Background: an optimization exercise with open tools, aiming at small area and a short achievable clock period. Do not read the settings as production practice.
In this exercise RTL edits were held to simulation tests only and were not proved equivalent to the original.
Power and IR drop assume default switching activity.

==> inputs of 08-03 <==
## cpu_top
module cpu_top (
    input  logic      clk,
    input  logic      rst_n,
    output logic      inst_sram_en,
    output cpu_pkg::word_t     inst_sram_addr,
    input cpu_pkg::word_t     inst_sram_rdata,
    output cpu_pkg::word_t     debug_wb_pc,
    output logic [3:0] debug_wb_rf_we,
    output cpu_pkg::reg_addr_t debug_wb_rf_wnum,
    output cpu_pkg::word_t     debug_wb_rf_wdata);
==> module alu, before the edit <==
module alu (
    input  cpu_pkg::word_t a,
    input  cpu_pkg::word_t bx,
    input  logic  cin,
    input  logic  h00,
    input  logic  h01,
    input  logic  h11,
    input  logic  l01,
    input  logic  l11,
    input  logic  slt,
    input  logic  sltu,
    input  cpu_pkg::word_t a_other,
    input  cpu_pkg::word_t b_other,
    input  logic  fwd_j,
    input  logic  fwd_k,
    input  logic  next_sub,
    output cpu_pkg::word_t res,
    output cpu_pkg::word_t a_next,
    output cpu_pkg::word_t b_next);
    localparam int W = 32;
    localparam int L = $clog2(W);
    cpu_pkg::word_t g;
    cpu_pkg::word_t t;
    cpu_pkg::word_t hi;
    cpu_pkg::word_t lo;
    cpu_pkg::word_t vh;
    cpu_pkg::word_t vl;
    cpu_pkg::word_t c;
    logic [W-1:0] pg [L+1];
    logic [W-1:0] pt [L+1];
    logic m0;
    assign g = a & bx;
    assign t = a | bx;
    for (genvar i = 0; i < W; i++) begin : g_val
        assign hi[i] = t[i] ? (g[i] ? h11 : h01) : h00;
        assign lo[i] = t[i] ? (g[i] ? l11 : l01) : 1'b0;
    end
    assign pg[0] = {g[W-1:1], g[0] | (t[0] & cin)};
    assign pt[0] = t;
    for (genvar l = 0; l < L; l++) begin : g_lvl
        for (genvar i = 0; i < W; i++) begin : g_bit
            if ((i >> l) % 2 == 1) begin : g_op
                assign pg[l+1][i] = pg[l][i] | (pt[l][i] & pg[l][((i >> l) << l) - 1]);
                assign pt[l+1][i] = pt[l][i] & pt[l][((i >> l) << l) - 1];
            end else begin : g_pass
                assign pg[l+1][i] = pg[l][i];
                assign pt[l+1][i] = pt[l][i];
            end
        end
    end
    assign m0    = cin ? hi[0] : lo[0];
    assign vh    = {hi[W-1:1], m0 | (slt & g[W-1])};
    assign vl    = {lo[W-1:1], m0 | sltu | (slt & t[W-1])};
    assign c     = {pg[L][W-2:0], pg[L][W-1]};
    for (genvar i = 0; i < W; i++) begin : g_out
        assign res[i]    = c[i] ? vh[i] : vl[i];
        assign a_next[i] = c[i] ? (fwd_j ? vh[i] : a_other[i])
                                : (fwd_j ? vl[i] : a_other[i]);
        assign b_next[i] = c[i] ? ((fwd_k ? vh[i] : b_other[i]) ^ next_sub)
                                : ((fwd_k ? vl[i] : b_other[i]) ^ next_sub);
    end
endmodule
Settings: LEC_CHECK=0, CAP_MARGIN=20, CORE_MARGIN=2, CORE_UTILIZATION=45, CTS_CLUSTER_DIAMETER=100, CTS_CLUSTER_SIZE=24, SETUP_SLACK_MARGIN=2.4, SLEW_MARGIN=20; clock period 5.0 ns.
run.sh (not shown) runs the stock make flow with config.mk's settings and CLKGATE_MAP_FILE= SYNTH_SCRIPT=/design/flow/synth_recipe.tcl, a recipe that flattens the netlist after the stock synthesis.
==> inputs of 09-01, as changes to 08-03 <==
--- a/flow/design.v
+++ b/flow/design.v
@@ -239,9 +239,9 @@
     assign pt[0] = t;
     for (genvar l = 0; l < L; l++) begin : g_lvl
         for (genvar i = 0; i < W; i++) begin : g_bit
-            if ((i >> l) % 2 == 1) begin : g_op
-                assign pg[l+1][i] = pg[l][i] | (pt[l][i] & pg[l][((i >> l) << l) - 1]);
-                assign pt[l+1][i] = pt[l][i] & pt[l][((i >> l) << l) - 1];
+            if (i >= (1 << l)) begin : g_op
+                assign pg[l+1][i] = pg[l][i] | (pt[l][i] & pg[l][i - (1 << l)]);
+                assign pt[l+1][i] = pt[l][i] & pt[l][i - (1 << l)];
             end else begin : g_pass
                 assign pg[l+1][i] = pg[l][i];
                 assign pt[l+1][i] = pt[l][i];
==> qor summary <==
|  | 08-03 | 09-01 |
|---|---|---|
| Period utilization | 55.8% | 59.7% |
| Total stage count of the critical path | 10 | 11 |
| Met3 WL post-DR | 52800 µm | 54500 µm |
| Fraction of met3 tracks used by global routing | 24.0% | 24.9% |
| Leak Pwr | 22.0 nW | 22.4 nW |
| Pin count of the biggest net entering global routing | 39 | 65 |
| Synth top area share | 56.1% | 56.3% |
| Highest-delay cell along the critical path | sky130_fd_sc_hd__a21oi_1 | sky130_fd_sc_hd__maj3_2 |
| Relative contribution of sequential cells to total power | 63.9% | 64.1% |
| Outcome | no timing/DRC/antenna violations | no timing/DRC/antenna violations |
| Core Area | 120000 µm² | 120000 µm² |
| Number of multi-input combinational cells | 2405 | 2396 |
| Routability congestion estimate from global placement | 1.02 | 1.01 |
| Mux contribution to synthesized area | 1.39% | 1.07% |
| Power density over the cells | 271 nW/µm² | 265 nW/µm² |
| Storage cell area | 36400 µm² | 36400 µm² |
| Count of unique library cells instantiated by Yosys | 100 | 78 |
| Share of the synthesized area in compound gates (AO/OA/AOI/OAI) | 19.4% | 19.3% |
| Initial DRC Count | 10523 | 10834 |
| Instance count after placement with tap cells included | 5721 | 5729 |
| Min setup slack post-route | 2210 ps | 2010 ps |
| Met2 WL | 110000 µm | 114000 µm |
| Area of placed instances | 59800 µm² | 60300 µm² |

==> static timing again, ports no longer ideal <==
In the flow no input, the clock included, has a driving cell. The finished layouts below were timed again as built, in two steps.
Step 1: set_driving_cell puts a clkbuf_16 on clk and a buf_2 on each other input, an assumption about the parent block.
Step 2 times the ports against the registers' clock, not the clock port: input delays grow and output delays shrink by t, the midpoint of the rising clock arrivals with the driver on.
a / b / c = ideal / step 1 / step 2; a / b = the first two.
run	t (ns)	setup slack, ns	worst setup path after step 2	latest minus earliest clock arrival (ns)
08-03	0.832	2.209 / 2.259 / 1.428	input to register	0.049 / 0.049
09-01	0.831	2.013 / 2.013 / 1.324	input to register	0.065 / 0.066
After both steps every run listed still meets setup and hold. The setup slack of 08-03, which loses most, moves by +0.050 ns with the drivers and by -0.781 ns with both steps.
